This is an optimization exercise on Yosys and OpenROAD, whose aim is small area, a short achievable clock period and few clock cycles per item, not a production implementation. RTL that was checked went through simulation tests only; none was proved equivalent to the original. Function not checked in runs 1 and 3: the RTL went through the layout flow alone. Power figures rest on the tool's default switching activity, not on a simulated workload.

==> design/flow/design.v <==
package lz77_pkg;
  localparam int DATA_WD = 8;
  localparam int WIN_SIZE = 16;
  localparam int DST_WD = 5;
  localparam int LEN_MAX = 8;
  localparam int LEN_MIN = 3;
  localparam int NCAND = WIN_SIZE - LEN_MIN + 1;
  localparam int LEN_WD = 4;
  localparam int BLK_LEN_WD = 8;
endpackage
`timescale 1ns/1ns
import lz77_pkg::*;
module lz77_window (
  input  logic                  clk,
  input  logic                  rstn,
  input  logic                  start_i,
  input  logic [BLK_LEN_WD-1:0] cfg_len_i,
  input  logic [DATA_WD-1:0]    rd_dat_i,
  output logic                  rd_val_o,
  output logic [NCAND-1:0]      eq_o,
  output logic                  nv_o,
  output logic [DATA_WD-1:0]    lit_o
);
  logic                             rd_val_r;
  logic                             rd_out_r;
  logic [BLK_LEN_WD-1:0]            rem_r;
  logic [DST_WD-1:0]                cnt_r;
  logic [WIN_SIZE-1:0][DATA_WD-1:0] hist_r;
  logic [NCAND-1:0]                 vld_w;
  logic [NCAND-1:0]                 eq_w;
  logic [NCAND-1:0]                 eq_r;
  logic                             nv_r;
  always_ff @(posedge clk or negedge rstn) begin
    if (!rstn) begin
      rd_val_r <= 1'b0;
    end else begin
      rd_val_r <= start_i || (rd_val_r && rem_r > BLK_LEN_WD'(1));
    end
  end
  always_ff @(posedge clk or negedge rstn) begin
    if (!rstn) begin
      rd_out_r <= 1'b0;
    end else begin
      rd_out_r <= start_i || (rd_out_r && rem_r != BLK_LEN_WD'(1));
    end
  end
  always_ff @(posedge clk) begin
    rem_r <= start_i ? cfg_len_i : rem_r - 1'b1;
  end
  always_ff @(posedge clk) begin
    if (start_i || (rd_val_r && rem_r == BLK_LEN_WD'(1))) begin
      cnt_r <= '0;
    end else if (rd_val_r && !cnt_r[DST_WD-1]) begin
      cnt_r <= cnt_r + 1'b1;
    end
  end
  always_ff @(posedge clk) begin
    hist_r <= {hist_r[WIN_SIZE-2:0], rd_dat_i};
  end
  always_comb begin
    for (int j = 0; j < NCAND; j++) begin
      vld_w[j] = (cnt_r > DST_WD'(j + LEN_MIN - 1));
      eq_w[j]  = vld_w[j] && (rd_dat_i == hist_r[j + LEN_MIN - 1]);
    end
  end
  always_ff @(posedge clk) begin
    eq_r <= eq_w;
  end
  always_ff @(posedge clk or negedge rstn) begin
    if (!rstn) begin
      nv_r <= 1'b0;
    end else begin
      nv_r <= rd_val_r;
    end
  end
  assign rd_val_o = rd_out_r;
  assign eq_o     = eq_r;
  assign nv_o     = nv_r;
  assign lit_o    = hist_r[2];
endmodule
`timescale 1ns/1ns
import lz77_pkg::*;
module lz77_match_search (
  input  logic                clk,
  input  logic                rstn,
  input  logic [NCAND-1:0]    eq_i,
  input  logic                nv_i,
  output logic                tok_lit_o,
  output logic                tok_mat_o,
  output logic                tok_lst_o,
  output logic [LEN_WD-1:0]   mat_len_o,
  output logic [DST_WD-1:0]   mat_dst_o
);
  logic [LEN_WD-1:0]   step_r;
  logic [NCAND-1:0]    p1_r;
  logic [NCAND-1:0]    p2_r;
  logic                near_r;
  logic                nv1_r;
  logic                st2_w;
  logic                stm_w;
  logic [NCAND-1:0]    next_w;
  logic [NCAND-1:0]    ext_w;
  logic [NCAND-1:0]    pair_w;
  logic                any_w;
  logic                lst_w;
  logic                take_w;
  logic [DST_WD-1:0]   prio_dst_w;
  assign st2_w = (step_r == LEN_WD'(2));
  assign stm_w = (step_r >= LEN_WD'(LEN_MIN));
  always_comb begin
    for (int j = 0; j < NCAND; j++) begin
      next_w[j] = (step_r == LEN_WD'(j + LEN_MIN - 1)) && (j + LEN_MIN <= LEN_MAX);
    end
  end
  assign ext_w  = p2_r & eq_i;
  assign pair_w = p1_r & eq_i;
  assign any_w  = (|ext_w) && !step_r[LEN_WD-1];
  always_comb begin
    prio_dst_w = '0;
    for (int j = NCAND - 1; j >= 0; j--) begin
      if (p2_r[j]) begin
        prio_dst_w = DST_WD'(j + LEN_MIN);
      end
    end
    if (near_r) begin
      prio_dst_w = DST_WD'(step_r);
    end
  end
  assign tok_lit_o = st2_w && !any_w;
  assign tok_mat_o = stm_w && !any_w;
  assign lst_w     = st2_w ? !nv1_r : !nv_i;
  assign tok_lst_o = lst_w;
  assign mat_len_o = step_r;
  assign mat_dst_o = prio_dst_w;
  always_ff @(posedge clk or negedge rstn) begin
    if (!rstn) begin
      step_r <= '0;
    end else begin
      case (step_r)
        LEN_WD'(0): if (nv_i) step_r <= LEN_WD'(1);
        LEN_WD'(1): step_r <= LEN_WD'(2);
        LEN_WD'(2): if (any_w) step_r <= LEN_WD'(3);
                    else if (lst_w) step_r <= LEN_WD'(0);
        default:    if (any_w) step_r <= step_r + 1'b1;
                    else step_r <= lst_w ? LEN_WD'(0) : LEN_WD'(1);
      endcase
    end
  end
  assign take_w = stm_w || (st2_w && any_w);
  always_ff @(posedge clk) begin
    nv1_r  <= nv_i;
    p1_r   <= eq_i;
    p2_r   <= eq_i & (take_w ? (p2_r & ~next_w) : p1_r);
    near_r <= |(ext_w & next_w);
  end
endmodule
`timescale 1ns/1ns
import lz77_pkg::*;
module lz77_token_out (
  input  logic                  clk,
  input  logic                  rstn,
  input  logic                  tok_lit_i,
  input  logic                  tok_mat_i,
  input  logic                  tok_lst_i,
  input  logic [DATA_WD-1:0]    lit_i,
  input  logic [LEN_WD-1:0]     mat_len_i,
  input  logic [DST_WD-1:0]     mat_dst_i,
  output logic                  val_o,
  output logic                  flg_lit_o,
  output logic [DATA_WD-1:0]    dat_lit_o,
  output logic [LEN_WD-1:0]     dat_len_o,
  output logic [DST_WD-1:0]     dat_dst_o,
  output logic                  flg_lst_o,
  output logic                  done_o
);
  logic               val_r;
  logic               lit_r;
  logic [DATA_WD-1:0] dat_r;
  logic [LEN_WD-1:0]  len_r;
  logic [DST_WD-1:0]  dst_r;
  logic               lst_r;
  logic               done_r;
  logic               tok_w;
  assign tok_w = tok_lit_i || tok_mat_i;
  always_ff @(posedge clk or negedge rstn) begin
    if (!rstn) begin
      val_r  <= 1'b0;
      lit_r  <= 1'b0;
      dat_r  <= '0;
      len_r  <= '0;
      dst_r  <= '0;
      lst_r  <= 1'b0;
      done_r <= 1'b0;
    end else begin
      val_r  <= tok_w;
      lit_r  <= tok_lit_i;
      dat_r  <= tok_lit_i ? lit_i : '0;
      len_r  <= tok_lit_i ? LEN_WD'(1) : (tok_mat_i ? mat_len_i : '0);
      dst_r  <= tok_mat_i ? mat_dst_i : '0;
      lst_r  <= tok_w && tok_lst_i;
      done_r <= lst_r;
    end
  end
  assign val_o     = val_r;
  assign flg_lit_o = lit_r;
  assign dat_lit_o = dat_r;
  assign dat_len_o = len_r;
  assign dat_dst_o = dst_r;
  assign flg_lst_o = lst_r;
  assign done_o    = done_r;
endmodule
`timescale 1ns/1ns
import lz77_pkg::*;
module lz77_top (
  input  logic                  clk,
  input  logic                  rstn,
  input  logic                  start_i,
  input  logic [BLK_LEN_WD-1:0] cfg_len_i,
  input  logic [DATA_WD-1:0]    rd_dat_i,
  output logic                  rd_val_o,
  output logic                  val_o,
  output logic                  flg_lit_o,
  output logic [DATA_WD-1:0]    dat_lit_o,
  output logic [LEN_WD-1:0]     dat_len_o,
  output logic [DST_WD-1:0]     dat_dst_o,
  output logic                  flg_lst_o,
  output logic                  done_o
);
  logic [NCAND-1:0]    eq;
  logic                nv;
  logic [DATA_WD-1:0]  lit;
  logic                tok_lit;
  logic                tok_mat;
  logic                tok_lst;
  logic [LEN_WD-1:0]   mat_len;
  logic [DST_WD-1:0]   mat_dst;
  lz77_window u_window (
    .clk       (clk),
    .rstn      (rstn),
    .start_i   (start_i),
    .cfg_len_i (cfg_len_i),
    .rd_dat_i  (rd_dat_i),
    .rd_val_o  (rd_val_o),
    .eq_o      (eq),
    .nv_o      (nv),
    .lit_o     (lit)
  );
  lz77_match_search u_match_search (
    .clk       (clk),
    .rstn      (rstn),
    .eq_i      (eq),
    .nv_i      (nv),
    .tok_lit_o (tok_lit),
    .tok_mat_o (tok_mat),
    .tok_lst_o (tok_lst),
    .mat_len_o (mat_len),
    .mat_dst_o (mat_dst)
  );
  lz77_token_out u_token_out (
    .clk       (clk),
    .rstn      (rstn),
    .tok_lit_i (tok_lit),
    .tok_mat_i (tok_mat),
    .tok_lst_i (tok_lst),
    .lit_i     (lit),
    .mat_len_i (mat_len),
    .mat_dst_i (mat_dst),
    .val_o     (val_o),
    .flg_lit_o (flg_lit_o),
    .dat_lit_o (dat_lit_o),
    .dat_len_o (dat_len_o),
    .dat_dst_o (dat_dst_o),
    .flg_lst_o (flg_lst_o),
    .done_o    (done_o)
  );
endmodule
==> design/flow/flow/run.sh <==
#!/bin/bash
# The standard layout with a tighter timing-repair target, small port buffers and no dummy
# clock loads; the clock period and constraints are the design's. ORFS keeps each step's log
# under orfs/logs.
set -euo pipefail
bash standard.sh SETUP_SLACK_MARGIN=5.46 "BUFFER_PORTS_ARGS=-buffer_cell sky130_fd_sc_hd__buf_2" \
  "CTS_ARGS=-sink_clustering_enable -repair_clock_nets -sink_clustering_size 30 -sink_clustering_max_diameter 80 -buf_list sky130_fd_sc_hd__clkbuf_16 -dont_use_dummy_load" \
  finish > standard.log 2>&1
==> design/flow/standard.sh <==
#!/bin/bash
# synth_recipe.tcl (not shown) runs the flow's synth.tcl, then flattens the netlist and writes it again
# the make line also repeats each setting of config.mk as NAME=value (left out here)
make -C /OpenROAD-flow-scripts/flow DESIGN_CONFIG=/design/flow/config.mk WORK_HOME=/design/flow/orfs CLKGATE_MAP_FILE= SYNTH_SCRIPT=/design/flow/synth_recipe.tcl "${@:-finish}"
==> design/flow/config.mk <==
export PLATFORM = sky130hd
export DESIGN_NAME = lz77_top
export DESIGN_NICKNAME = lz77_top
export VERILOG_FILES = /design/flow/design.v
export SDC_FILE = /design/flow/constraint.sdc
export NUM_CORES = 4
export LEC_CHECK = 0
export CAP_MARGIN = 20
export CORE_MARGIN = 2
export CORE_UTILIZATION = 40
export CTS_BUF_LIST = sky130_fd_sc_hd__clkbuf_16
export CTS_CLUSTER_DIAMETER = 80
export CTS_CLUSTER_SIZE = 30
export SETUP_SLACK_MARGIN = 5
export SLEW_MARGIN = 20
==> design/flow/constraint.sdc <==
create_clock -name core_clock -period 8.0 [get_ports {clk}]
set_input_delay 1.6000 -clock core_clock [delete_from_list [all_inputs] [get_ports {clk}]]
set_output_delay 1.6000 -clock core_clock [all_outputs]
set_load 0.01 [all_outputs]
==> impl_metrics.tcl, run 1 <==
set metrics [dict create \
    status "finished clean" \
    maxSlewViolCount 0 \
    dpl.hpwl_mm 10.4 \
    ys.flop_type "dfxtp_1" \
    synth_most_common_cell "dfxtp_1" \
    ys_seq_area_share_pct 60.7 \
    vias 4258 \
    overflow 0 \
    clk_latency_ps 470 \
    syn_to_final_growth_pct 9.53 \
    maxCapViolCount 0 \
    maxSlewHeadroom_pct 57.2 \
    clock_power_share_pct 27.4 \
    timing_hold_violations_final 0 \
    dieArea_mm2 0.0192 \
    min_path_type "reg -> reg" \
    cts_max_path_buffers 3 \
    crit_family "flip-flops" \
    period_needed_ps 2610 \
    p_per_area_mw_per_mm2 256 \
    crit_buf_inv 1 \
    finalNonFillerCells 878 \
    antenna_found_initial 0 \
    rows 49 \
    ir_worst_vdd_mv 0.280 \
    power_frac_comb_pct 14.8 \
    synthTopCellsByCount "dfxtp_1, xnor2_1, nand2_1" \
    drt_wl_total_mm 14.2 \
    drt_iter0_markers 195 \
    drc 0 \
    synthTopCellsByArea "dfxtp_1, xnor2_1, dfrtp_1, nand2_1, nand4_1" \
    cp.arrival_ps 1010 \
    power_w 0.00203 \
    synth_top_family_by_area "XOR/XNOR gates" \
    yosys.area_share.simple_pct 11.3 \
    holdPathStages 0 \
    htreeDepth 1 \
    synthMuxAreaShare_pct 2.23 \
    netSwitchingFraction_pct 25.9 \
    critical_path_class "reg -> out" \
    clk_pin_slew_ps 110 \
    worst-path-stages 1 \
    hold_ws_ps 339 \
    synth_adder_area_share_pct 1.73 \
    path_max_fanout 2 \
    portBuffers 40 \
    cp_slowest_cell "dfrtp_1" \
    synth_edf_count 0 \
    grt_pass1_wl_mm 23.6 \
    yosysTopAreaCellShare_pct 51.1 \
    hold_buffers 0 \
    pwr-share-seq_pct 57.8 \
    ios 41 \
    numCtsBuffers 11 \
    die_w_um 139 \
    routabilityCongestion 0.820 \
    p_sw_w 0.000526 \
    grt_max_degree 31 \
    setup_viol 0 \
    rsz0062_at_grt "true" \
    tightest_slew_ps 626 \
    grt_pass1_vias 4451 \
    synth_area_per_cell_um2 11.6 \
    initial_core_util_pct 40.5 \
    cp-end-kind "output port" \
    cts_tree "yes" \
    slowest_delay_ps 400 \
    yosysTopAreaCell "dfxtp_1" \
    antenna_cells 0 \
    clock.fmax_ghz 0.383 \
    ys_ff_latch 213 \
    ys_warn_count 3 \
    synth_cells 624 \
    synth_compound_area_share_pct 6.89 \
    grt_util_all_layers_pct 15.0 \
    reg2regPathDepth 5 \
    worst_setup_path_start_kind "flop" \
    vias_per_cell 4.85 \
    synthDistinctLibCells 59 \
    ant_nets 0 \
    synth_nets 653 \
    coreArea_mm2 0.0179 \
    tns_ps 0 \
    fin_ws_ps 5390 \
    drtPass1Iterations 4 \
    async_flop_share_pct 13.1 \
    dp_slack_ps 4810 \
    required_ps 6400 \
    root_buffer "clkbuf_16" \
    dp_cells 866 \
    fp.dieH_um 139 \
    crit_chain "buf_2" \
    internal-power_w 0.00151 \
    drive_above_1_share_pct 10.5 \
    p_leak_nw 3.02 \
    fin_crit_sh_pct 32.6 \
    routedWlPerCell_um 16.1 \
    clock_skew_ps 39.3 \
    netlist_area_mm2 0.00725 \
    synth_xor_area_share_pct 14.6 \
    clock_sinks 213 \
    nets 680 \
]
metrics by stage:
step | instance area [um2] | utilization [%]
3_5_place_dp | 7620 | 42.6
2_1_floorplan | 7310 | -
6_report | 7940 | 44.4
4_1_cts | 7910 | 44.2
3_3_place_gp | 7620 | 42.6
5_1_grt | 7940 | 44.4
cells in the final DEF, fill, tap and decap left out, types with 3 or more instances in the layout:
cell type,synthesis,routed
o21bai_1,3,3
dfxtp_1,185,185
ha_1,10,10
buf_2,10,32
xnor2_1,103,103
nand2_1,48,48
nor2b_1,4,4
nor2_1,19,19
inv_1,15,15
clkbuf_4,0,4
and2_1,8,8
a21oi_1,9,9
nor3_1,14,14
o21ai_0,14,14
xor2_1,18,18
nand3_1,6,6
a211oi_1,7,7
mux2i_1,15,15
nand4_1,27,27
o211ai_1,3,3
clkbuf_16,0,11
buf_4,0,5
nor4_1,10,8
nand2b_1,7,7
dfrtp_1,28,28
registers in the layout, summed over array words and instances (netlist names), 4 cells and up:
| signal | count |
|---|---|
| u_window.eq_r | 14 |
| u_window.cnt_r | 5 |
| u_window.hist_r | 128 |
| u_match_search.p1_r | 14 |
| u_token_out.len_r | 4 |
| u_token_out.dst_r | 5 |
| u_token_out.dat_r | 8 |
| u_match_search.p2_r | 14 |
| u_window.rem_r | 8 |
| u_match_search.step_r | 4 |
worst paths after layout:
kind                                           from                     end  slack, ps
setup reg to reg           u_match_search.step_r[0]  u_match_search.p2_r[4]       6070
hold / removal                   u_window.hist_r[7]     u_window.hist_r[15]        340
min in group asynchronous                      rstn           u_window.nv_r       1140
setup / recovery                  u_window.rd_out_r                rd_val_o       5390
max in group asynchronous                      rstn       u_token_out.lit_r       6410
hold reg to reg                  u_window.hist_r[7]     u_window.hist_r[15]        340
layer usage:
layer | vias up | global-route usage (%) | share of wire, %
li1 | 2149 | - | -
met1 | 2029 | 21.1 | 50
met2 | 60 | 23.9 | 45
met3 | 20 | 2.52 | 3.1
met4 | 0 | 4.20 | 2.3
met5 | - | 0 | 0
final cells by class:
type	count	area [um2]
well taps	229	287
multi-input cells	368	2680
fillers	1677	9960
inverters	15	56.3
clock buffers	11	275
repair buffers	42	239
flip-flops and latches	213	4400
what timing repair did:
| item | 4_1_cts | 5_1_grt |
|---|---|---|
| endpoints found under the setup margin | 22 | 24 |
| pin swaps | 0 | 0 |
| resized for setup | 3 | 9 |
| buffers inserted | 1 | 0 |
logic make-up after synthesis:
kind of cell,count (synthesis)
multiplexers,16
XOR/XNOR,121
buffers and inverters,43
AO/OA/AOI/OAI,65
flip-flops,213
AND/OR/NAND/NOR,156
adder cells (fa/ha/maj),10
power groups by stage:
stage / clock, W / combinational (W) / sequential, W
finish: 0.000557 / 0.000300 / 0.00118
detailed placement: 0 / 0.000296 / 0.00120
floorplan: 0 / 0.000231 / 0.00119
global placement: 0 / 0.000295 / 0.00120
global route: 0.000610 / 0.000331 / 0.00119
CTS: 0.000572 / 0.000299 / 0.00118
==> run 2: changes to the inputs <==
--- a/design/flow/design.v
+++ b/design/flow/design.v
@@ -110,5 +110,5 @@
   always_comb begin
     for (int j = 0; j < NCAND; j++) begin
-      next_w[j] = (step_r == LEN_WD'(j + LEN_MIN - 1)) && (j + LEN_MIN <= LEN_MAX);
+      next_w[j] = (step_r + LEN_WD'(1) == LEN_WD'(j + LEN_MIN)) && (j + LEN_MIN <= LEN_MAX);
     end
   end
==> run 2 against run 1 <==
Setup slack improved by 29 ps. Sequential cell count did not move. Total power rose by 1.0%. Final cell count rose by 1.0%. Core utilization rose by 0.14 points. Via count rose by 4.0%. Critical endpoint is now dat_lit_o[0]. Largest cell class unchanged.
==> impl_metrics.tcl, run 2 <==
set metrics [dict create \
    status "finished clean" \
    coreArea_mm2 0.0181 \
    top_register "u_window.hist_r" \
    dieArea_mm2 0.0197 \
    dpl.hpwl_mm 10.3 \
    maxSlewHeadroom_pct 38.0 \
    reg2reg_from "u_match_search.step_r[0]" \
    syn_to_final_growth_pct 8.35 \
    synthDistinctLibCells 64 \
    p_leak_nw 3.03 \
    worst_setup_path_start_kind "flop" \
    maxCapViolCount 0 \
    crit_buf_inv 1 \
    slowest_delay_ps 390 \
    timing_hold_violations_final 0 \
    portBuffers 40 \
    maxSlewViolCount 0 \
    crit_end "dat_lit_o[0]" \
    grt_pass1_wl_mm 23.3 \
    cp-end-kind "output port" \
    numCtsBuffers 11 \
    clk_pin_slew_ps 100 \
    tns_ps 0 \
    synth_most_common_cell "dfxtp_1" \
    drc 0 \
    dp_slack_ps 5140 \
    ys.flop_type "dfxtp_1" \
    yosysTopAreaCellShare_pct 49.9 \
    hold_buffers 0 \
    routedWlPerCell_um 15.8 \
    antenna_cells 0 \
    cts_tree "yes" \
    cp_slowest_cell "dfrtp_1" \
    ant_nets 0 \
    synth_cells 637 \
    r2r-end "u_match_search.p2_r[5]" \
    drtPass1Iterations 5 \
    period_needed_ps 2580 \
    rows 49 \
    fin_crit_sh_pct 32.2 \
    drt_iter0_markers 273 \
    ir_worst_vdd_mv 0.162 \
    ios 41 \
    synthTopCellsByArea "dfxtp_1, xnor2_1, dfrtp_1, xor2_1, nand4_1" \
    async_flop_share_pct 13.1 \
    routabilityCongestion 0.818 \
    grt_max_degree 31 \
    setup_viol 0 \
    synth_area_per_cell_um2 11.7 \
    dr_wl_met3_um 378 \
    netlist_area_mm2 0.00743 \
    synthTopCellsByCount "dfxtp_1, xnor2_1, dfrtp_1" \
    hold_ws_ps 301 \
    p_per_area_mw_per_mm2 255 \
    grt_pass1_vias 4485 \
    worstHoldStart "u_window.hist_r[1]" \
    ys_seq_area_share_pct 59.3 \
    fin_ws_ps 5420 \
    grt_util_all_layers_pct 14.4 \
    required_ps 6400 \
    synth_nets 666 \
    tightest_slew_ps 924 \
    route.met2.wl_mm 6.34 \
    worst-path-stages 1 \
    initial_core_util_pct 41.1 \
    root_buffer "clkbuf_16" \
    clk_latency_ps 450 \
    cp.arrival_ps 980 \
    crit_start "u_token_out.dat_r[0]" \
    fillers 1674 \
    final_common_cell "dfxtp_1" \
    yosysTopAreaCell "dfxtp_1" \
    rsz0062_at_grt "true" \
    fp.dieH_um 140 \
    largest_reg_flops 128 \
    htreeDepth 1 \
    vias 4428 \
    nets 689 \
    drt_wl_total_mm 14.0 \
    dr.max_layer_used "met4" \
    vias_per_cell 4.99 \
    overflow 0 \
    reg2reg_slack_ps 5930 \
    crit_chain "buf_2" \
    clock_sinks 213 \
    crit_family "flip-flops" \
    antenna_found_initial 0 \
    critical_path_class "reg -> out" \
    cts_max_path_buffers 3 \
    ys_warn_count 3 \
    seq_area_mm2 0.00440 \
    clock.fmax_ghz 0.388 \
    met1Wirelength_mm 7.00 \
    drive_above_1_share_pct 11.9 \
    reg2regPathDepth 6 \
    layout_common_cells "dfxtp_1, xnor2_1, buf_2, dfrtp_1, nand4_1" \
    multiInputGateArea_mm2 0.00280 \
    min_path_type "reg -> reg" \
    clock_skew_ps 42.4 \
    path_max_fanout 1 \
    synth_edf_count 0 \
    die_w_um 140 \
    ys_ff_latch 213 \
]
[run 2: cells by family after synthesis]
logic type / share of synthesized area [%]
adders and majority gates: 1.68
AOI/OAI and AO/OA: 10.3
DFF: 59.3
xor gates and xnor gates: 14.4
and+or+nand+nor: 11.2
buffers and inverters: 3.08
[run 2: area by class of cell]
class                   count  share of cell area, %
repair buffers             41                   2.66
multi-input cells         375                   34.8
inverters                  18                  0.855
well taps                 229                   3.56
flip-flops and latches    213                   54.7
clock buffers              11                   3.42
[run 2: worst min-delay path by stage]
stage / slack, ps / depth (start not counted) / to
detailed placement: 310 / 0 / u_window.hist_r[15]
global route: 300 / 0 / u_window.hist_r[9]
floorplan: 310 / 0 / u_window.hist_r[10]
global placement: 310 / 0 / u_window.hist_r[11]
finish: 300 / 0 / u_window.hist_r[9]
CTS: 310 / 0 / u_window.hist_r[71]
[run 2: power breakdown]
part	switching, W	internal, W
Clock	0.000305	0.000248
Combinational	0.000191	0.000122
Sequential	0.0000534	0.00113
[run 2: layer usage]
layer,global-route usage [%],vias up
met5,0,-
met1,20.2,2123
met2,23.9,77
met3,1.64,16
met4,3.83,0
li1,-,2212
[run 2: worst register-to-register path, stage by stage, from the launching register on]
cell	delay, ps
dfrtp_1	490
inv_1	140
ha_1	390
inv_1	200
a21oi_4	400
o221ai_1	210
a21boi_1	180
[run 2: per-stage QoR]
step | cell area [um2] | total power [W] | std cells | utilization (%)
CTS | 8040 | 0.00207 | 886 | 44.4
detailed placement | 7760 | 0.00152 | 875 | 42.9
global route | 8050 | 0.00215 | 887 | 44.5
floorplan | 7470 | 0.00144 | 637 | -
finish | 8050 | 0.00205 | 887 | 44.5
global placement | 7760 | 0.00152 | 875 | 42.9
[run 2: repair_timing]
item | in CTS | in global routing
gates resized for setup | 0 | 1
buffers inserted | 0 | 1
setup endpoints to repair | 22 | 22
endpoints found under the hold margin | 0 | 0
pin swaps | 0 | 0
Testbench counts of run 2, summed over its fixed seeds: cycles 41,294, bytes 39,715.
==> run 3: changes to the inputs <==
--- a/design/flow/design.v
+++ b/design/flow/design.v
@@ -110,5 +110,5 @@
   always_comb begin
     for (int j = 0; j < NCAND; j++) begin
-      next_w[j] = (step_r + LEN_WD'(1) == LEN_WD'(j + LEN_MIN)) && (j + LEN_MIN <= LEN_MAX);
+      next_w[j] = (step_r == LEN_WD'(j + LEN_MIN - 1)) && (j + LEN_MIN <= LEN_MAX);
     end
   end
@@ -142,6 +142,15 @@
         LEN_WD'(2): if (any_w) step_r <= LEN_WD'(3);
                     else if (lst_w) step_r <= LEN_WD'(0);
-        default:    if (any_w) step_r <= step_r + 1'b1;
-                    else step_r <= lst_w ? LEN_WD'(0) : LEN_WD'(1);
+        LEN_WD'(3): if (any_w) step_r <= LEN_WD'(4);
+                    else step_r <= lst_w ? LEN_WD'(0) : LEN_WD'(1);
+        LEN_WD'(4): if (any_w) step_r <= LEN_WD'(5);
+                    else step_r <= lst_w ? LEN_WD'(0) : LEN_WD'(1);
+        LEN_WD'(5): if (any_w) step_r <= LEN_WD'(6);
+                    else step_r <= lst_w ? LEN_WD'(0) : LEN_WD'(1);
+        LEN_WD'(6): if (any_w) step_r <= LEN_WD'(7);
+                    else step_r <= lst_w ? LEN_WD'(0) : LEN_WD'(1);
+        LEN_WD'(7): if (any_w) step_r <= LEN_WD'(8);
+                    else step_r <= lst_w ? LEN_WD'(0) : LEN_WD'(1);
+        default:    step_r <= lst_w ? LEN_WD'(0) : LEN_WD'(1);
       endcase
     end
==> run 3 against run 2 <==
Largest cell class unchanged. Sequential share of layout area increased by 1.6 points. Critical path type unchanged. Total power fell by 2.0%. Synthesized area is 3.9% lower. Combinational power down 14%.
==> impl_metrics.tcl, run 3 <==
set metrics [dict create \
    status "finished clean" \
    largest_reg_flops 128 \
    cts_tree "yes" \
    period_needed_ps 2600 \
    yosysTopAreaCellShare_pct 51.9 \
    ys_ff_latch 213 \
    fin_ws_ps 5400 \
    ys_seq_area_share_pct 61.7 \
    nets 678 \
    dp_cells 863 \
    maxCapViolCount 0 \
    clk_pin_slew_ps 100 \
    clock_sinks 213 \
    routabilityCongestion 0.821 \
    maxSlewViolCount 0 \
    rows 48 \
    top_register "u_window.hist_r" \
    ys.flop_type "dfxtp_1" \
    vias_per_cell 4.84 \
    rsz0062_at_grt "true" \
    syn_to_final_growth_pct 9.48 \
    antenna_found_initial 0 \
    synth_nets 654 \
    clock.fmax_ghz 0.385 \
    grt_pass1_wl_mm 22.5 \
    tightest_slew_ps 1030 \
    portBuffers 40 \
    cp.arrival_ps 1000 \
    drive_above_1_share_pct 8.91 \
    yosysTopAreaCell "dfxtp_1" \
    dp_slack_ps 4900 \
    initial_core_util_pct 41.1 \
    dieArea_mm2 0.0189 \
    ios 41 \
    timing_hold_violations_final 0 \
    slowest_delay_ps 400 \
    power_w 0.00201 \
    setup_viol 0 \
    ys_warn_count 3 \
    vias 4241 \
    layout_common_cells "dfxtp_1, xnor2_1, nand2_1, buf_2, dfrtp_1" \
    drt_wl_total_mm 13.6 \
    antenna_cells 0 \
    htreeDepth 1 \
    critical_path_class "reg -> out" \
    ir_worst_vdd_mv 0.192 \
    grt_util_all_layers_pct 15.1 \
    p_per_area_mw_per_mm2 258 \
    path_max_fanout 2 \
    fillers 1615 \
    hold_buffers 0 \
    synth_cells 629 \
    final_common_cell "dfxtp_1" \
    async_flop_share_pct 13.1 \
    crit_chain "buf_2" \
    synth_area_per_cell_um2 11.3 \
    synth_most_common_cell "dfxtp_1" \
    ant_nets 0 \
    tns_ps 0 \
    overflow 0 \
    crit_buf_inv 1 \
    crit_family "flip-flops" \
    synthTopCellsByArea "dfxtp_1, xnor2_1, dfrtp_1, xor2_1, nand2_1" \
    cp-end-kind "output port" \
    drtPass1Iterations 4 \
    min_path_type "reg -> reg" \
    netlist_area_mm2 0.00714 \
    clock_skew_ps 29.2 \
    die_w_um 138 \
    synthDistinctLibCells 40 \
    clk_latency_ps 450 \
    fp.dieH_um 138 \
    postLayoutCoreUtil_pct 45.0 \
    grt_pass1_vias 4380 \
    fin_crit_sh_pct 32.5 \
    synthTopCellsByCount "dfxtp_1, xnor2_1, nand2_1" \
    finalNonFillerCells 876 \
    numCtsBuffers 11 \
    dpl.hpwl_mm 10.1 \
    drt_iter0_markers 260 \
    cp_slowest_cell "dfrtp_1" \
    maxSlewHeadroom_pct 31.2 \
    root_buffer "clkbuf_16" \
    worst_setup_path_start_kind "flop" \
    required_ps 6400 \
    drc 0 \
    cts_max_path_buffers 3 \
    grt_max_degree 31 \
    synth_edf_count 0 \
    p_leak_nw 3.01 \
    routedWlPerCell_um 15.6 \
    coreArea_mm2 0.0174 \
]
[run 3: cell types whose count changed after synthesis, moves of 8 or more]
| cell | change |
|---|---|
| nand2_1 | +28 |
| a21boi_1 | -12 |
| o21ai_1 | -10 |
| nand2b_1 | +9 |
| and2_1 | -8 |
| mux2i_1 | +14 |
| nand3_1 | -15 |
[run 3: worst paths after layout]
kind	startpoint	cells after the start	slack [ps]	endpoint
min reg2reg	u_window.hist_r[12]	0	330	u_window.hist_r[20]
min	u_window.hist_r[12]	0	330	u_window.hist_r[20]
max reg2reg	u_match_search.p2_r[0]	6	5810	u_match_search.p2_r[6]
max	u_window.rd_out_r	1	5400	rd_val_o
max in group asynchronous	rstn	1	6410	u_token_out.dst_r[4]
min in group asynchronous	rstn	1	1160	u_window.rd_val_r
[run 3: cells by family (layout without fill, tap and decap cells)]
| logic type | after synthesis | count (layout) | share of synthesized area, % |
|---|---|---|---|
| AOI/OAI and AO/OA | 64 | 64 | 5.61 |
| xor gates and xnor gates | 123 | 123 | 15.1 |
| adders and majority gates | 6 | 6 | 1.05 |
| buffers and inverters | 41 | 63 | 2.44 |
| DFF | 213 | 213 | 61.7 |
| muxes | 14 | 14 | 1.96 |
| and+or+nand+nor | 168 | 168 | 12.1 |
[run 3: final cells by class]
cell class	count	area (um2)	share of cell area, %
timing repair buffer	43	260	3.33
sequential	213	4400	56.4
tap	225	282	3.60
inverter	9	33.8	0.432
clock buffer	11	275	3.52
multi-input combinational	375	2560	32.7
[run 3: timing repair]
| action | 4_1_cts | 5_1_grt |
|---|---|---|
| pin swaps | 1 | 0 |
| gates resized for setup | 5 | 4 |
| setup buffers | 1 | 0 |
| setup endpoints to repair | 31 | 22 |
[run 3: layer usage]
| layer | wire length (um) | vias to the layer above | track usage (%) |
|---|---|---|---|
| li1 | - | 2144 | - |
| met1 | 6670 | 2021 | 21.3 |
| met2 | 6330 | 62 | 24.8 |
| met3 | 394 | 14 | 1.80 |
| met4 | 237 | 0 | 3.49 |
| met5 | 0 | - | 0 |
[run 3: power breakdown]
group | internal [W] | switching (W) | total [W]
sequential | 0.00113 | 0.0000637 | 0.00120
clock | 0.000248 | 0.000300 | 0.000548
combinational | 0.000126 | 0.000142 | 0.000268
[run 3: metrics by stage]
step | cell area [um2] | hold slack (ps)
2_1_floorplan | 7190 | 310
4_1_cts | 7780 | 333
3_5_place_dp | 7490 | 312
3_3_place_gp | 7490 | 310
6_report | 7810 | 333
5_1_grt | 7810 | 330
==> run 4: changes to the inputs <==
--- a/design/flow/design.v
+++ b/design/flow/design.v
@@ -31,4 +31,6 @@
   logic [NCAND-1:0]                 eq_r;
   logic                             nv_r;
+  logic [BLK_LEN_WD-1:0]            rem_dec_w;
+  logic [DST_WD-1:0]                cnt_inc_w;
   always_ff @(posedge clk or negedge rstn) begin
     if (!rstn) begin
@@ -45,6 +47,22 @@
     end
   end
-  always_ff @(posedge clk) begin
-    rem_r <= start_i ? cfg_len_i : rem_r - 1'b1;
+  always_comb begin
+    logic low_zero;
+    low_zero = 1'b1;
+    for (int i = 0; i < BLK_LEN_WD; i++) begin
+      rem_dec_w[i] = rem_r[i] ^ low_zero;
+      low_zero     = low_zero & !rem_r[i];
+    end
+  end
+  always_ff @(posedge clk) begin
+    rem_r <= start_i ? cfg_len_i : rem_dec_w;
+  end
+  always_comb begin
+    logic low_one;
+    low_one = 1'b1;
+    for (int i = 0; i < DST_WD; i++) begin
+      cnt_inc_w[i] = cnt_r[i] ^ low_one;
+      low_one      = low_one & cnt_r[i];
+    end
   end
   always_ff @(posedge clk) begin
@@ -52,5 +70,5 @@
       cnt_r <= '0;
     end else if (rd_val_r && !cnt_r[DST_WD-1]) begin
-      cnt_r <= cnt_r + 1'b1;
+      cnt_r <= cnt_inc_w;
     end
   end
==> run 4 against run 3 <==
Still clean. Final area is 0.86% lower. Core utilization decreased by 0.23 points. Clock-buffer cell count is the same. Largest cell class unchanged. Largest power group unchanged.
==> impl_metrics.tcl, run 4 <==
set metrics [dict create \
    dieArea_mm2 0.0188 \
    final_common_cell "dfxtp_1" \
    tightest_slew_ps 915 \
    root_buffer "clkbuf_16" \
    cp_slowest_cell "dfrtp_1" \
    tns_ps 0 \
    nets 664 \
    crit_family "flip-flops" \
    hold_buffers 0 \
    p_leak_nw 3.05 \
    critical_path_class "reg -> out" \
    postLayoutCoreUtil_pct 44.8 \
    crit_chain "buf_2" \
    synth_most_common_cell "dfxtp_1" \
    slowest_delay_ps 400 \
    ys_seq_area_share_pct 62.3 \
    clock_sinks 213 \
    ant_nets 0 \
    min_path_type "reg -> reg" \
    clk_pin_slew_ps 110 \
    rsz0062_at_grt "true" \
    synthTopCellsByCount "dfxtp_1, xnor2_1, nand2_1" \
    maxSlewHeadroom_pct 39.0 \
    rows 48 \
    grt_pass1_wl_mm 22.0 \
    synthTopCellsByArea "dfxtp_1, xnor2_1, dfrtp_1, mux2i_1, nand4_1" \
    ys_ff_latch 213 \
    reg2reg_from "u_match_search.step_r[3]" \
    yosysTopAreaCell "dfxtp_1" \
    setup_viol 0 \
    synth_top_family_by_area "XOR/XNOR gates" \
    async_flop_share_pct 13.1 \
    ios 41 \
    synthMuxAreaShare_pct 2.69 \
    overflow 0 \
    die_w_um 137 \
    fp.dieH_um 137 \
    dpl.hpwl_mm 9.69 \
    initial_core_util_pct 40.9 \
    clock_skew_ps 35.4 \
    period_needed_ps 2600 \
    crit_start "u_window.rd_out_r" \
    crit_buf_inv 1 \
    path_max_fanout 2 \
    ys.flop_type "dfxtp_1" \
    p_per_area_mw_per_mm2 257 \
    clock_power_share_pct 28.1 \
    netlist_area_mm2 0.00707 \
    syn_to_final_growth_pct 9.50 \
    numCtsBuffers 11 \
    fin_ws_ps 5400 \
    largest_reg_flops 128 \
    synthDistinctLibCells 45 \
    grt_pass1_vias 4307 \
    top_register "u_window.hist_r" \
    htreeDepth 1 \
    coreArea_mm2 0.0173 \
    routedWlPerCell_um 15.3 \
    grt_max_degree 31 \
    drt_iter0_markers 288 \
    antenna_found_initial 0 \
    synth_xor_area_share_pct 14.2 \
    vias_per_cell 4.80 \
    worstHoldStart "u_window.hist_r[10]" \
    cp.arrival_ps 1000 \
    drc 0 \
    synth_compound_area_share_pct 5.68 \
    fin_crit_sh_pct 32.5 \
    timing_hold_violations_final 0 \
    p_sw_w 0.000490 \
    drtPass1Iterations 4 \
    drt_wl_total_mm 13.2 \
    yosys.area_share.simple_pct 10.3 \
    power_frac_comb_pct 12.6 \
    dp_slack_ps 5150 \
    internal-power_w 0.00150 \
    cts_tree "yes" \
    grt_util_all_layers_pct 14.8 \
    clock.fmax_ghz 0.385 \
    reg2reg_slack_ps 5900 \
    synth_cells 608 \
    maxSlewViolCount 0 \
    worst_setup_path_start_kind "flop" \
    synth_area_per_cell_um2 11.6 \
    routabilityCongestion 0.799 \
    ys_warn_count 3 \
    status "finished clean" \
    antenna_cells 0 \
    portBuffers 40 \
    yosysTopAreaCellShare_pct 52.4 \
    synth_nets 638 \
    maxCapViolCount 0 \
    layout_common_cells "dfxtp_1, xnor2_1, nand2_1, buf_2, nand4_1" \
    cts_max_path_buffers 3 \
    synth_edf_count 0 \
    clk_latency_ps 460 \
    drive_above_1_share_pct 9.81 \
    vias 4115 \
    synth_adder_area_share_pct 1.95 \
    required_ps 6400 \
    netSwitchingFraction_pct 24.7 \
    pwr-share-seq_pct 59.4 \
    cp-end-kind "output port" \
    ir_worst_vdd_mv 0.245 \
]
[run 4: cells by family after synthesis]
logic type	after synthesis
AOI/OAI and AO/OA	60
xor gates and xnor gates	115
adders and majority gates	11
buffers and inverters	49
DFF	213
muxes	19
and+or+nand+nor	141
[run 4: path summary, 6_finish.rpt]
kind                       cells past startpoint                      end
min                                            0      u_window.hist_r[18]
max reg2reg                                    4  u_match_search.p2_r[12]
max in group asynchronous                      1     u_token_out.dat_r[4]
min reg2reg                                    0      u_window.hist_r[18]
max                                            1                 rd_val_o
min in group asynchronous                      1        u_token_out.lit_r
[run 4: per-stage QoR]
step	instances	power [W]	cell area (um2)	hold WS (ps)
after floorplan	608	0.00137	7090	310
after global placement	844	0.00145	7430	312
after detailed placement	844	0.00145	7430	314
after global routing	857	0.00208	7750	334
after CTS	856	0.00201	7710	332
final	857	0.00199	7750	330
[run 4: metal layers]
layer	track usage [%]	vias to the layer above	part of all wire, %
met5	0	-	0
met4	3.78	0	2.0
met3	2.70	19	3.7
met2	24.2	66	45
met1	20.1	1962	49
li1	-	2068	-
[run 4: power by group through the flow]
stage | Sequential, W | Combinational (W) | Clock (W)
finish | 0.00118 | 0.000250 | 0.000557
global route | 0.00119 | 0.000277 | 0.000614
CTS | 0.00118 | 0.000248 | 0.000579
detailed placement | 0.00120 | 0.000247 | 0
global placement | 0.00120 | 0.000244 | 0
floorplan | 0.00120 | 0.000180 | 0
[run 4: area by class of cell]
type / count / area, um2
clock buffers: 11 / 275
flip-flops and latches: 213 / 4400
fillers: 1604 / 9550
repair buffers: 43 / 248
multi-input cells: 346 / 2470
inverters: 19 / 71.3
well taps: 225 / 282
[run 4: what timing repair did]
action                                  CTS  global route
endpoints found under the setup margin   22            22
gates resized for setup                   0             4
buffers inserted                          1             1
Testbench counts of run 4, summed over its fixed seeds: cycles 41,294, bytes 39,715.
==> run 5: changes to the inputs <==
--- a/design/flow/design.v
+++ b/design/flow/design.v
@@ -44,5 +44,5 @@
       rd_out_r <= 1'b0;
     end else begin
-      rd_out_r <= start_i || (rd_out_r && rem_r != BLK_LEN_WD'(1));
+      rd_out_r <= start_i || (rd_val_r && rem_r != BLK_LEN_WD'(1));
     end
   end
--- a/design/flow/config.mk
+++ b/design/flow/config.mk
@@ -6,4 +6,5 @@
 export NUM_CORES = 4
 export LEC_CHECK = 0
+export ABC_AREA = 1
 export CAP_MARGIN = 20
 export CORE_MARGIN = 2
==> run 5 against run 4 <==
Still clean. Final area grew 2.7%. Non-clock buffer count shrank 3. Core utilization shrank 0.33 points. Sequential power is essentially flat. Global-route usage grew 0.59 points. Synthesized cell count grew 20%. Setup slack gained 22 ps. Maximum frequency grew 0.85%. Register-to-register slack gained 250 ps. Critical endpoint is now dat_lit_o[0]. Largest power group unchanged. Highest routed layer unchanged.
==> impl_metrics.tcl, run 5 <==
set metrics [dict create \
    status "finished clean" \
    ys_ff_latch 213 \
    netlist_area_mm2 0.00727 \
    synth_edf_count 0 \
    routedWlPerCell_um 14.7 \
    portBuffers 40 \
    ys_seq_area_share_pct 60.6 \
    cp-end-kind "output port" \
    design_area_mm2 0.00796 \
    grt_util_all_layers_pct 15.4 \
    min_path_type "reg -> reg" \
    synthTopCellsByArea "dfxtp_1, dfrtp_1, xor2_1, nand2_1, nor2_1" \
    async_flop_share_pct 13.1 \
    synth_most_common_cell "dfxtp_1" \
    yosysTopAreaCell "dfxtp_1" \
    clk_latency_ps 460 \
    ant_nets 0 \
    timing_hold_violations_final 0 \
    coreArea_mm2 0.0179 \
    overflow 0 \
    worst_setup_path_start_kind "flop" \
    crit_chain "buf_2" \
    rsz0062_at_grt "true" \
    root_buffer "clkbuf_16" \
    path_max_fanout 1 \
    fin_crit_sh_pct 32.2 \
    p_per_area_mw_per_mm2 249 \
    crit_family "flip-flops" \
    nets 795 \
    reg2reg_slack_ps 6150 \
    htreeDepth 1 \
    hold_ws_ps 333 \
    yosysTopAreaCellShare_pct 50.9 \
    slowest_delay_ps 380 \
    synth_cells 727 \
    clock_sinks 213 \
    cts_tree "yes" \
    hold_buffers 0 \
    ios 41 \
    tightest_slew_ps 756 \
    drive_above_1_share_pct 11.1 \
    drc 0 \
    largest_reg_flops 128 \
    post_cts_buffers 0 \
    clock.fmax_ghz 0.388 \
    drt_wl_total_mm 14.6 \
    seq_area_mm2 0.00440 \
    maxCapViolCount 0 \
    p_leak_nw 3.49 \
    initial_core_util_pct 40.6 \
    syn_to_final_growth_pct 9.48 \
    required_ps 6400 \
    crit_buf_inv 1 \
    maxSlewHeadroom_pct 49.6 \
    cp.arrival_ps 980 \
    critical_path_class "reg -> out" \
    ys.flop_type "dfxtp_1" \
    synth_area_per_cell_um2 10.0 \
    dpl.hpwl_mm 11.0 \
    synthDistinctLibCells 43 \
    vias 4653 \
    grt_pass1_wl_mm 23.9 \
    layout_common_cells "dfxtp_1, nand2_1, nor2_1, inv_1, xor2_1" \
    postPlaceCellArea_mm2 0.00767 \
    dieArea_mm2 0.0193 \
    fp.dieH_um 139 \
    cp_slowest_cell "dfrtp_1" \
    maxSlewViolCount 0 \
    ir_worst_vdd_mv 0.182 \
    routabilityCongestion 0.890 \
    grt_max_degree 31 \
    clock_skew_ps 40.1 \
    final_common_cell "dfxtp_1" \
    clk_pin_slew_ps 100 \
    tns_ps 0 \
    cts_max_path_buffers 3 \
    ys_warn_count 3 \
    numCtsBuffers 11 \
    drtPass1Iterations 5 \
    period_needed_ps 2580 \
    synth_nets 757 \
    setup_viol 0 \
    antenna_found_initial 0 \
    grt_pass1_vias 4430 \
    power_w 0.00198 \
    rows 49 \
    drt_iter0_markers 308 \
    die_w_um 139 \
    vias_per_cell 4.69 \
    fillers 1747 \
    antenna_cells 0 \
    top_register "u_window.hist_r" \
    multiInputGateArea_mm2 0.00253 \
    synthTopCellsByCount "dfxtp_1, nand2_1, nor2_1" \
]
[run 5: cell count changes after synthesis, sizes merged, moves of 16 or more]
| cell | previous run | this run |
|---|---|---|
| inv | 19 | 65 |
| nand4 | 30 | 9 |
| o21ai | 15 | 39 |
| nand2 | 39 | 104 |
| mux2i | 19 | 0 |
| nor4 | 5 | 21 |
| nor2 | 19 | 80 |
| clkbuf | 19 | 2 |
| xor2 | 9 | 53 |
| xnor2 | 106 | 28 |
[run 5: cell type report]
cell class	instances	area share, %
clock buffers	11	3.46
inverters	66	3.19
multi-input cells	433	31.8
flip-flops and latches	213	55.3
well taps	229	3.60
repair buffers	40	2.66
[run 5: final timing paths]
path                                      startpoint  cells after the start                  end
worst min-delay path             u_window.hist_r[14]                      0  u_window.hist_r[22]
worst max register to register     u_window.rem_r[0]                      9    u_window.rem_r[7]
max in group asynchronous                       rstn                      1    u_token_out.lst_r
worst min register to register   u_window.hist_r[14]                      0  u_window.hist_r[22]
min in group asynchronous                       rstn                      1        u_window.nv_r
worst max-delay path            u_token_out.dat_r[0]                      1         dat_lit_o[0]
[run 5: power by group]
group | switching (W) | leakage (nW) | internal, W
Clock | 0.000308 | 0.136 | 0.000248
Combinational | 0.000160 | 1.45 | 0.0000873
Sequential | 0.0000451 | 1.91 | 0.00113
Total | 0.000514 | 3.49 | 0.00147
[run 5: cells by family after synthesis]
kind of cell / share of synthesized area [%]
AO/OA/AOI/OAI: 6.51
adder cells (fa/ha/maj): 1.89
XOR/XNOR: 9.76
AND/OR/NAND/NOR: 16.6
flip-flops: 60.6
buffers and inverters: 4.65
[run 5: what timing repair did]
action                     in CTS  in global routing
setup endpoints to repair      16                 26
gates cloned                    0                  0
gates resized for setup         0                  5
[run 5: per-layer routing]
metal / vias up / routed length, um / part of all wire, % / global-route usage (%)
li1: 2398 / - / - / -
met4: 0 / 235 / 1.6 / 2.55
met3: 17 / 809 / 5.5 / 2.59
met2: 114 / 6580 / 45 / 24.7
met1: 2124 / 6960 / 48 / 22.2
met5: - / 0 / 0 / 0
[run 5: metrics by stage]
| step | std cells | setup slack (ps) | util (%) |
|---|---|---|---|
| 3_5_place_dp | 981 | 5060 | 42.8 |
| 4_1_cts | 992 | 5400 | 44.4 |
| 3_3_place_gp | 981 | 5100 | 42.8 |
| 6_report | 992 | 5420 | 44.5 |
| 2_1_floorplan | 727 | 5480 | - |
| 5_1_grt | 992 | 5360 | 44.5 |
Testbench counts of run 5, summed over its fixed seeds: cycles 41,294, bytes 39,715.
==> run 6: changes to the inputs <==
--- a/design/flow/config.mk
+++ b/design/flow/config.mk
@@ -6,5 +6,4 @@
 export NUM_CORES = 4
 export LEC_CHECK = 0
-export ABC_AREA = 1
 export CAP_MARGIN = 20
 export CORE_MARGIN = 2
@@ -13,4 +12,5 @@
 export CTS_CLUSTER_DIAMETER = 80
 export CTS_CLUSTER_SIZE = 30
+export PLACE_DENSITY = 0.7
 export SETUP_SLACK_MARGIN = 5
 export SLEW_MARGIN = 20
==> run 6 against run 5 <==
Clock skew grew 9.6 ps. Wire length is 15% lower. Sequential share of layout area increased by 1.4 points. Sequential cell count did not move. Global-route usage decreased by 1.5 points. Clock power is 1% lower. Final area is 2.5% lower. Combinational power increased by 3%. Synthesized area shrank 2.7%.
==> impl_metrics.tcl, run 6 <==
set metrics [dict create \
    status "finished clean" \
    worst_setup_path_start_kind "flop" \
    drt_wl_total_mm 12.4 \
    cp.arrival_ps 980 \
    rsz0062_at_grt "true" \
    ys_warn_count 3 \
    dp_cells 843 \
    async_flop_share_pct 13.1 \
    dieArea_mm2 0.0188 \
    initial_core_util_pct 40.9 \
    drc 0 \
    path_max_fanout 1 \
    fillers 1599 \
    vias_per_cell 4.86 \
    tightest_slew_ps 656 \
    maxCapViolCount 0 \
    ys.flop_type "dfxtp_1" \
    maxSlewViolCount 0 \
    grt_max_degree 31 \
    ys_ff_latch 213 \
    synthDistinctLibCells 51 \
    min_path_type "reg -> reg" \
    clock_sinks 213 \
    netSwitchingFraction_pct 24.6 \
    dr_wl_met3_um 518 \
    synthTopCellsByCount "dfxtp_1, xnor2_1, nand2_1" \
    critical_path_class "reg -> out" \
    setup_viol 0 \
    synth_top_family_by_area "XOR/XNOR gates" \
    synth_cells 604 \
    drt_iter0_markers 170 \
    clk_latency_ps 450 \
    yosysTopAreaCellShare_pct 52.4 \
    largest_reg_flops 128 \
    die_w_um 137 \
    routabilityCongestion 0.865 \
    yosys.area_share.simple_pct 10.7 \
    crit_chain "buf_2" \
    worst-path-stages 1 \
    finalNonFillerCells 854 \
    post_cts_buffers 0 \
    multiInputGateArea_mm2 0.00249 \
    seq_area_mm2 0.00440 \
    cp-end-kind "output port" \
    required_ps 6400 \
    fin_crit_sh_pct 32.3 \
    drtPass1Iterations 4 \
    p_per_area_mw_per_mm2 255 \
    dr.max_layer_used "met4" \
    syn_to_final_growth_pct 9.78 \
    pwr-share-seq_pct 59.4 \
    synthMuxAreaShare_pct 2.34 \
    synth_adder_area_share_pct 1.95 \
    coreArea_mm2 0.0173 \
    grt_util_all_layers_pct 13.9 \
    tns_ps 0 \
    synth_nets 634 \
    synth_edf_count 0 \
    clock_power_share_pct 27.7 \
    vias 4148 \
    period_needed_ps 2580 \
    cp_slowest_cell "dfrtp_1" \
    overflow 0 \
    hold_buffers 0 \
    ant_nets 0 \
    netlist_area_mm2 0.00707 \
    fp.dieH_um 137 \
    power_frac_comb_pct 12.9 \
    grt_pass1_vias 4255 \
    slowest_delay_ps 390 \
    nets 661 \
    cts_tree "yes" \
    grt_pass1_wl_mm 21.0 \
    root_buffer "clkbuf_16" \
    ys_seq_area_share_pct 62.3 \
    synth_area_per_cell_um2 11.7 \
    rows 48 \
    reg2regPathDepth 3 \
    holdPathStages 0 \
    antenna_cells 0 \
    cts_max_path_buffers 3 \
    synth_xor_area_share_pct 14.2 \
    clock_skew_ps 49.7 \
    top_register "u_window.hist_r" \
    htreeDepth 1 \
    timing_hold_violations_final 0 \
    ir_worst_vdd_mv 0.153 \
    maxSlewHeadroom_pct 56.3 \
    crit_family "flip-flops" \
    antenna_found_initial 0 \
    crit_buf_inv 1 \
    routedWlPerCell_um 14.5 \
    ios 41 \
    p_sw_w 0.000488 \
    yosysTopAreaCell "dfxtp_1" \
    layout_common_cells "dfxtp_1, xnor2_1, nand2_1, buf_2, dfrtp_1" \
    clk_pin_slew_ps 110 \
    clock.fmax_ghz 0.387 \
    final_common_cell "dfxtp_1" \
    met1Wirelength_mm 6.05 \
    drive_above_1_share_pct 9.86 \
    synth_compound_area_share_pct 5.73 \
    numCtsBuffers 11 \
    dpl.hpwl_mm 8.95 \
    synth_most_common_cell "dfxtp_1" \
    portBuffers 40 \
    route.met2.wl_mm 5.54 \
    p_leak_nw 3.10 \
    internal-power_w 0.00149 \
    synthTopCellsByArea "dfxtp_1, xnor2_1, dfrtp_1, xor2_1, nand4_1" \
]
-- run 6: metal layers --
layer / GRT usage (%) / up-vias
met5: 0 / -
met4: 3.89 / 0
met3: 2.26 / 18
met2: 22.3 / 73
met1: 19.2 / 1987
li1: - / 2070
-- run 6: logic make-up after synthesis --
group / after synthesis
buffers and inverters: 45
multiplexers: 16
flip-flops: 213
adder cells (fa/ha/maj): 11
AND/OR/NAND/NOR: 146
AO/OA/AOI/OAI: 58
XOR/XNOR: 115
-- run 6: per-stage QoR --
step	instance area (um2)	total power, W	utilization [%]	hold slack (ps)	setup WS, ps
4_1_cts	7730	0.00199	44.7	304	5410
2_1_floorplan	7170	0.00139	-	310	5340
5_1_grt	7760	0.00208	44.9	296	5380
3_3_place_gp	7450	0.00145	43.1	310	5000
6_report	7760	0.00198	44.9	301	5420
3_5_place_dp	7450	0.00145	43.1	313	5000
-- run 6: worst paths after layout --
| path | start | slack (ps) | to |
|---|---|---|---|
| max in group asynchronous | rstn | 6400 | u_window.rd_val_r |
| min in group asynchronous | rstn | 1160 | u_match_search.step_r[3] |
| max | u_token_out.dat_r[0] | 5420 | dat_lit_o[0] |
| min | u_window.hist_r[4] | 300 | u_window.hist_r[12] |
| min reg2reg | u_window.hist_r[4] | 300 | u_window.hist_r[12] |
| max reg2reg | u_match_search.step_r[3] | 5980 | u_match_search.p2_r[2] |
-- run 6: what timing repair did --
| item | CTS | global route |
|---|---|---|
| resized for setup | 0 | 7 |
| setup endpoints to repair | 22 | 23 |
| cloned | 0 | 0 |
-- run 6: cell type report --
cell class | instances | share of cell area (%)
timing repair buffer | 40 | 3.05
multi-input combinational | 346 | 32.1
inverter | 19 | 0.919
clock buffer | 11 | 3.55
sequential | 213 | 56.7
tap | 225 | 3.63
-- run 6: power by group through the flow --
stage / logic, W / registers [W] / clock network, W
3_5_place_dp: 0.000253 / 0.00120 / 0
4_1_cts: 0.000254 / 0.00118 / 0.000565
6_report: 0.000256 / 0.00118 / 0.000549
2_1_floorplan: 0.000201 / 0.00119 / 0
5_1_grt: 0.000285 / 0.00119 / 0.000604
3_3_place_gp: 0.000249 / 0.00120 / 0
-- run 6: worst reg2reg max path, stage by stage (launching register included) --
cell	delay, ps
dfrtp_1	550
or4b_4	640
o21ai_4	500
mux2i_1	250
==> run 7: changes to the inputs <==
--- a/design/flow/config.mk
+++ b/design/flow/config.mk
@@ -8,9 +8,8 @@
 export CAP_MARGIN = 20
 export CORE_MARGIN = 2
-export CORE_UTILIZATION = 40
+export CORE_UTILIZATION = 55
 export CTS_BUF_LIST = sky130_fd_sc_hd__clkbuf_16
 export CTS_CLUSTER_DIAMETER = 80
 export CTS_CLUSTER_SIZE = 30
-export PLACE_DENSITY = 0.7
 export SETUP_SLACK_MARGIN = 5
 export SLEW_MARGIN = 20
==> run 7 against run 6 <==
Still clean. Sequential power about the same. Wire length increased by 1.6%. Clock power increased by 0.7%. Clock skew decreased by 13 ps. Global-route usage increased by 4.5 points. Core utilization increased by 16 points. Via count decreased by 1.9%. Critical path type unchanged. Critical endpoint is now flg_lst_o. Highest routed layer unchanged.
==> impl_metrics.tcl, run 7 <==
set metrics [dict create \
    status "finished clean" \
    syn_to_final_growth_pct 8.97 \
    vias 4068 \
    die_w_um 117 \
    maxSlewHeadroom_pct 56.4 \
    yosysTopAreaCellShare_pct 52.4 \
    synth_edf_count 0 \
    grt_util_all_layers_pct 18.4 \
    synth_cells 604 \
    power_w 0.00199 \
    min_path_type "reg -> reg" \
    coreArea_mm2 0.0126 \
    vias_per_cell 5.08 \
    path_max_fanout 2 \
    reg2reg_from "u_match_search.step_r[3]" \
    cp-end-kind "output port" \
    numCtsBuffers 11 \
    synth_nets 634 \
    synth_area_per_cell_um2 11.7 \
    htreeDepth 1 \
    clock_skew_ps 36.7 \
    top_register "u_window.hist_r" \
    drive_above_1_share_pct 9.86 \
    synth_most_common_cell "dfxtp_1" \
    ys_warn_count 3 \
    timing_hold_violations_final 0 \
    synthTopCellsByCount "dfxtp_1, xnor2_1, nand2_1" \
    postLayoutCoreUtil_pct 61.3 \
    antenna_found_initial 0 \
    ys.flop_type "dfxtp_1" \
    slowest_delay_ps 400 \
    maxCapViolCount 0 \
    layout_common_cells "dfxtp_1, xnor2_1, nand2_1, buf_2, dfrtp_1" \
    grt_pass1_wl_mm 20.5 \
    cts_max_path_buffers 3 \
    tightest_slew_ps 654 \
    rsz0062_at_grt "true" \
    dpl.hpwl_mm 9.35 \
    period_needed_ps 2590 \
    drc 0 \
    hold_ws_ps 294 \
    clk_pin_slew_ps 110 \
    crit_buf_inv 1 \
    clk_latency_ps 460 \
    reg2regPathDepth 3 \
    critical_path_class "reg -> out" \
    overflow 0 \
    drt_iter0_markers 264 \
    post_cts_buffers 0 \
    tns_ps 0 \
    cp.arrival_ps 990 \
    reg2reg_slack_ps 5910 \
    crit_chain "buf_2" \
    antenna_cells 0 \
    grt_pass1_vias 4057 \
    grt_max_degree 31 \
    ys_seq_area_share_pct 62.3 \
    ant_nets 0 \
    rows 41 \
    drt_wl_total_mm 12.6 \
    clock_sinks 213 \
    worst_hold_path.endpoint "u_window.hist_r[18]" \
    final_common_cell "dfxtp_1" \
    holdPathStages 0 \
    p_per_area_mw_per_mm2 258 \
    clock.fmax_ghz 0.386 \
    synthTopCellsByArea "dfxtp_1, xnor2_1, dfrtp_1, xor2_1, nand4_1" \
    root_buffer "clkbuf_16" \
    setup_viol 0 \
    worst_setup_path_start_kind "flop" \
    synthDistinctLibCells 51 \
    drtPass1Iterations 4 \
    fin_crit_sh_pct 32.4 \
    largest_reg_flops 128 \
    dieArea_mm2 0.0138 \
    netlist_area_mm2 0.00707 \
    ios 41 \
    p_leak_nw 3.11 \
    initial_core_util_pct 56.3 \
    required_ps 6400 \
    fp.dieH_um 117 \
    crit_family "flip-flops" \
    cp_slowest_cell "dfrtp_1" \
    nets 661 \
    yosysTopAreaCell "dfxtp_1" \
    worstHoldStart "u_window.hist_r[10]" \
    async_flop_share_pct 13.1 \
    cts_tree "yes" \
    ir_worst_vdd_mv 0.188 \
    portBuffers 40 \
    maxSlewViolCount 0 \
    r2r-end "u_match_search.p2_r[13]" \
    routabilityCongestion 0.803 \
    ys_ff_latch 213 \
    routedWlPerCell_um 15.7 \
]
-- run 7: through the flow --
step                      setup slack (ps)  instance area, um2  std cells
after floorplan                       5340                7170        604
after global placement                4950                7390        790
after detailed placement              4960                7390        790
after CTS                             5390                7670        801
after global routing                  5360                7710        801
final                                 5410                7710        801
-- run 7: report_power, final --
| part | total [W] | internal (W) | switching (W) |
|---|---|---|---|
| Clock | 0.000553 | 0.000248 | 0.000305 |
| Combinational | 0.000260 | 0.000115 | 0.000145 |
| Sequential | 0.00118 | 0.00113 | 0.0000460 |
-- run 7: area by class of cell --
cell class                 instances  area, um2
clock buffer                      11        275
fill                            1052       4860
inverter                          19       71.3
multi-input combinational        346       2490
sequential                       213       4400
tap                              172        215
timing repair buffer              40        245
-- run 7: cells by family (layout without fill, tap and decap cells) --
group / Yosys count / after routing / synth area share (%)
compound gates: 58 / 58 / 5.73
mux: 16 / 16 / 2.34
xor+xnor: 115 / 115 / 14.2
fa+ha+maj: 11 / 11 / 1.95
simple gates: 146 / 146 / 10.7
buf+inv: 45 / 70 / 2.76
flops: 213 / 213 / 62.3
-- run 7: how the worst max path moves through the flow --
stage | start | end | cells after the start
final | u_token_out.lst_r | flg_lst_o | 1
after global routing | u_token_out.lst_r | flg_lst_o | 1
after CTS | u_token_out.lst_r | flg_lst_o | 1
after detailed placement | rd_dat_i[5] | u_window.eq_r[9] | 5
after global placement | rd_dat_i[0] | u_window.eq_r[9] | 5
after floorplan | rd_dat_i[6] | u_window.eq_r[9] | 4
-- run 7: routing by layer --
layer	routed length, um	global-route usage, %
met1	5800	24.3
met2	6110	31.6
met3	357	2.77
met4	317	4.97
met5	0	0
-- run 7: what timing repair did --
item	4_1_cts	5_1_grt
cloned	0	0
resized for setup	4	8
pin swaps	0	0
endpoints found under the setup margin	18	23
hold buffers	0	0
==> run 8: changes to the inputs <==
--- a/design/flow/config.mk
+++ b/design/flow/config.mk
@@ -8,5 +8,5 @@
 export CAP_MARGIN = 20
 export CORE_MARGIN = 2
-export CORE_UTILIZATION = 55
+export CORE_UTILIZATION = 40
 export CTS_BUF_LIST = sky130_fd_sc_hd__clkbuf_16
 export CTS_CLUSTER_DIAMETER = 80
==> run 8 against run 7 <==
Non-clock buffer count rose by 1. Critical path depth did not move. Total power rose by 0.38%. Wire length rose by 3.4%. Sequential power barely moved. Via count fell by 0.29%. Core utilization fell by 16 points. Largest cell class unchanged.
==> impl_metrics.tcl, run 8 <==
set metrics [dict create \
    clock_sinks 213 \
    final_common_cell "dfxtp_1" \
    synthDistinctLibCells 51 \
    cts_max_path_buffers 3 \
    ant_nets 0 \
    drt_wl_total_mm 13.0 \
    initial_core_util_pct 40.9 \
    layout_common_cells "dfxtp_1, xnor2_1, nand2_1, buf_2, dfrtp_1" \
    status "finished clean" \
    routabilityCongestion 0.788 \
    clock.fmax_ghz 0.389 \
    drive_above_1_share_pct 10.0 \
    routedWlPerCell_um 15.2 \
    p_per_area_mw_per_mm2 257 \
    period_needed_ps 2570 \
    timing_hold_violations_final 0 \
    numCtsBuffers 11 \
    synth_most_common_cell "dfxtp_1" \
    grt_util_all_layers_pct 14.6 \
    yosysTopAreaCellShare_pct 52.4 \
    synth_cells 604 \
    path_max_fanout 2 \
    syn_to_final_growth_pct 9.82 \
    synth_nets 634 \
    dpl.hpwl_mm 9.38 \
    min_path_type "reg -> reg" \
    synth_xor_area_share_pct 14.2 \
    hold_buffers 0 \
    hold_ws_ps 312 \
    synth_area_per_cell_um2 11.7 \
    slowest_delay_ps 390 \
    crit_family "flip-flops" \
    vias 4056 \
    fin_crit_sh_pct 32.1 \
    antenna_found_initial 0 \
    async_flop_share_pct 13.1 \
    ys_seq_area_share_pct 62.3 \
    maxCapViolCount 0 \
    drc 0 \
    portBuffers 40 \
    vias_per_cell 4.74 \
    ys_warn_count 3 \
    netlist_area_mm2 0.00707 \
    synth_compound_area_share_pct 5.73 \
    p_leak_nw 3.11 \
    synthTopCellsByArea "dfxtp_1, xnor2_1, dfrtp_1, xor2_1, nand4_1" \
    fillers 1616 \
    cp_slowest_cell "dfrtp_1" \
    ios 41 \
    tns_ps 0 \
    clk_pin_slew_ps 110 \
    die_w_um 137 \
    tightest_slew_ps 671 \
    ys.flop_type "dfxtp_1" \
    largest_reg_flops 128 \
    seq_area_mm2 0.00440 \
    dieArea_mm2 0.0188 \
    required_ps 6400 \
    top_register "u_window.hist_r" \
    grt_pass1_vias 4287 \
    coreArea_mm2 0.0173 \
    drtPass1Iterations 4 \
    synthTopCellsByCount "dfxtp_1, xnor2_1, nand2_1" \
    postLayoutCoreUtil_pct 44.9 \
    synth_adder_area_share_pct 1.95 \
    worst_setup_path_start_kind "flop" \
    yosys.area_share.simple_pct 10.7 \
    synth_top_family_by_area "XOR/XNOR gates" \
    synthMuxAreaShare_pct 2.34 \
    maxSlewViolCount 0 \
    power_w 0.00200 \
    cp.arrival_ps 970 \
    yosysTopAreaCell "dfxtp_1" \
    grt_max_degree 31 \
    fp.dieH_um 137 \
    crit_buf_inv 1 \
    grt_pass1_wl_mm 21.9 \
    htreeDepth 1 \
    critical_path_class "reg -> out" \
    ys_ff_latch 213 \
    antenna_cells 0 \
    clk_latency_ps 460 \
    maxSlewHeadroom_pct 55.3 \
    cp-end-kind "output port" \
    crit_chain "buf_2" \
    cts_tree "yes" \
    ir_worst_vdd_mv 0.144 \
    synth_edf_count 0 \
    overflow 0 \
    setup_viol 0 \
    nets 662 \
    drt_iter0_markers 237 \
    rows 48 \
    root_buffer "clkbuf_16" \
    multiInputGateArea_mm2 0.00249 \
    clock_skew_ps 45.2 \
    rsz0062_at_grt "true" \
]
[run 8: metal layers]
layer	wire [um]	part of all wire, %	GRT usage, %
met1	6540	50	20.1
met2	5880	45	24.4
met3	361	2.8	2.04
met4	228	1.8	3.44
met5	0	0	0
[run 8: path summary, 6_finish.rpt]
kind | startpoint | to | slack (ps) | cells after the start
setup / recovery | u_token_out.lst_r | flg_lst_o | 5430 | 1
setup reg to reg | u_match_search.step_r[3] | u_token_out.dat_r[6] | 5910 | 4
hold reg to reg | u_window.hist_r[51] | u_window.hist_r[59] | 310 | 0
max in group asynchronous | rstn | u_token_out.dat_r[6] | 6350 | 1
min in group asynchronous | rstn | u_token_out.dat_r[2] | 1170 | 1
hold / removal | u_window.hist_r[51] | u_window.hist_r[59] | 310 | 0
[run 8: what timing repair did]
action / in CTS / in global routing
endpoints found under the setup margin: 22 / 22
buffers inserted: 1 / 0
gates resized for setup: 4 / 4
[run 8: per-stage QoR]
step	setup WS (ps)	cells	instance area (um2)
after detailed placement	4930	843	7450
after global routing	5380	855	7770
after global placement	4960	843	7450
after floorplan	5340	604	7170
final	5430	855	7770
after CTS	5410	855	7740
[run 8: cell families after synthesis]
family | count (synthesis)
compound gates | 58
xor+xnor | 115
fa+ha+maj | 11
buf+inv | 45
flops | 213
mux | 16
simple gates | 146
[run 8: cell type report]
cell class              count  share of cell area, %
flip-flops and latches    213                   56.7
well taps                 225                   3.62
repair buffers             41                   3.08
clock buffers              11                   3.54
multi-input cells         346                   32.1
inverters                  19                  0.918
[run 8: power by group]
| part | internal [W] | switching, W | total (W) |
|---|---|---|---|
| combinational | 0.000117 | 0.000144 | 0.000261 |
| clock | 0.000248 | 0.000310 | 0.000558 |
| sequential | 0.00113 | 0.0000475 | 0.00118 |
[run 8: worst reg2reg max path, stage by stage, from the launching register on]
cell and delay (ps):
dfrtp_1 570, or4b_4 640, nand2b_1 250, inv_1 340, and2_1 190

afterwards: timing with drivers on the ports:
The flow's constraints put no driver on any port. The routed layouts listed below were extracted and timed again, unchanged, in two steps.
Step 1 (the two cells are an assumption about what drives the block):
set clk [get_ports {clk}]
set_driving_cell -lib_cell sky130_fd_sc_hd__clkbuf_16 $clk
set_driving_cell -lib_cell sky130_fd_sc_hd__buf_2 [delete_from_list [all_inputs] $clk]
Step 2, shift: input delay + t, output delay - t, t = (earliest + latest rising clock arrival at the registers) / 2. This alone moves slack from input paths to output paths.
Three values: no drivers, after step 1, after step 2; two values: the first two.
run | t (ns) | setup WS [ns] | worst setup path after step 2 | worst slew at a driven data input, ns
run 1 | 0.491 | 5.391 / 5.345 / 5.076 | input to register | 0.04
run 2 | 0.475 | 5.420 / 5.379 / 5.151 | input to register | 0.03
run 3 | 0.479 | 5.401 / 5.359 / 5.049 | input to register | 0.03
run 4 | 0.481 | 5.401 / 5.360 / 5.163 | input to register | 0.03
run 5 | 0.480 | 5.423 / 5.385 / 5.040 | input to register | 0.03
run 6 | 0.469 | 5.418 / 5.380 / 5.048 | input to register | 0.03
run 7 | 0.478 | 5.406 / 5.368 / 5.118 | input to register | 0.04
run 8 | 0.476 | 5.429 / 5.387 / 5.035 | input to register | 0.03
After both steps every run listed still meets setup and hold. The setup slack of run 8, which loses most, moves by -0.042 ns with the drivers and by -0.394 ns with both steps.
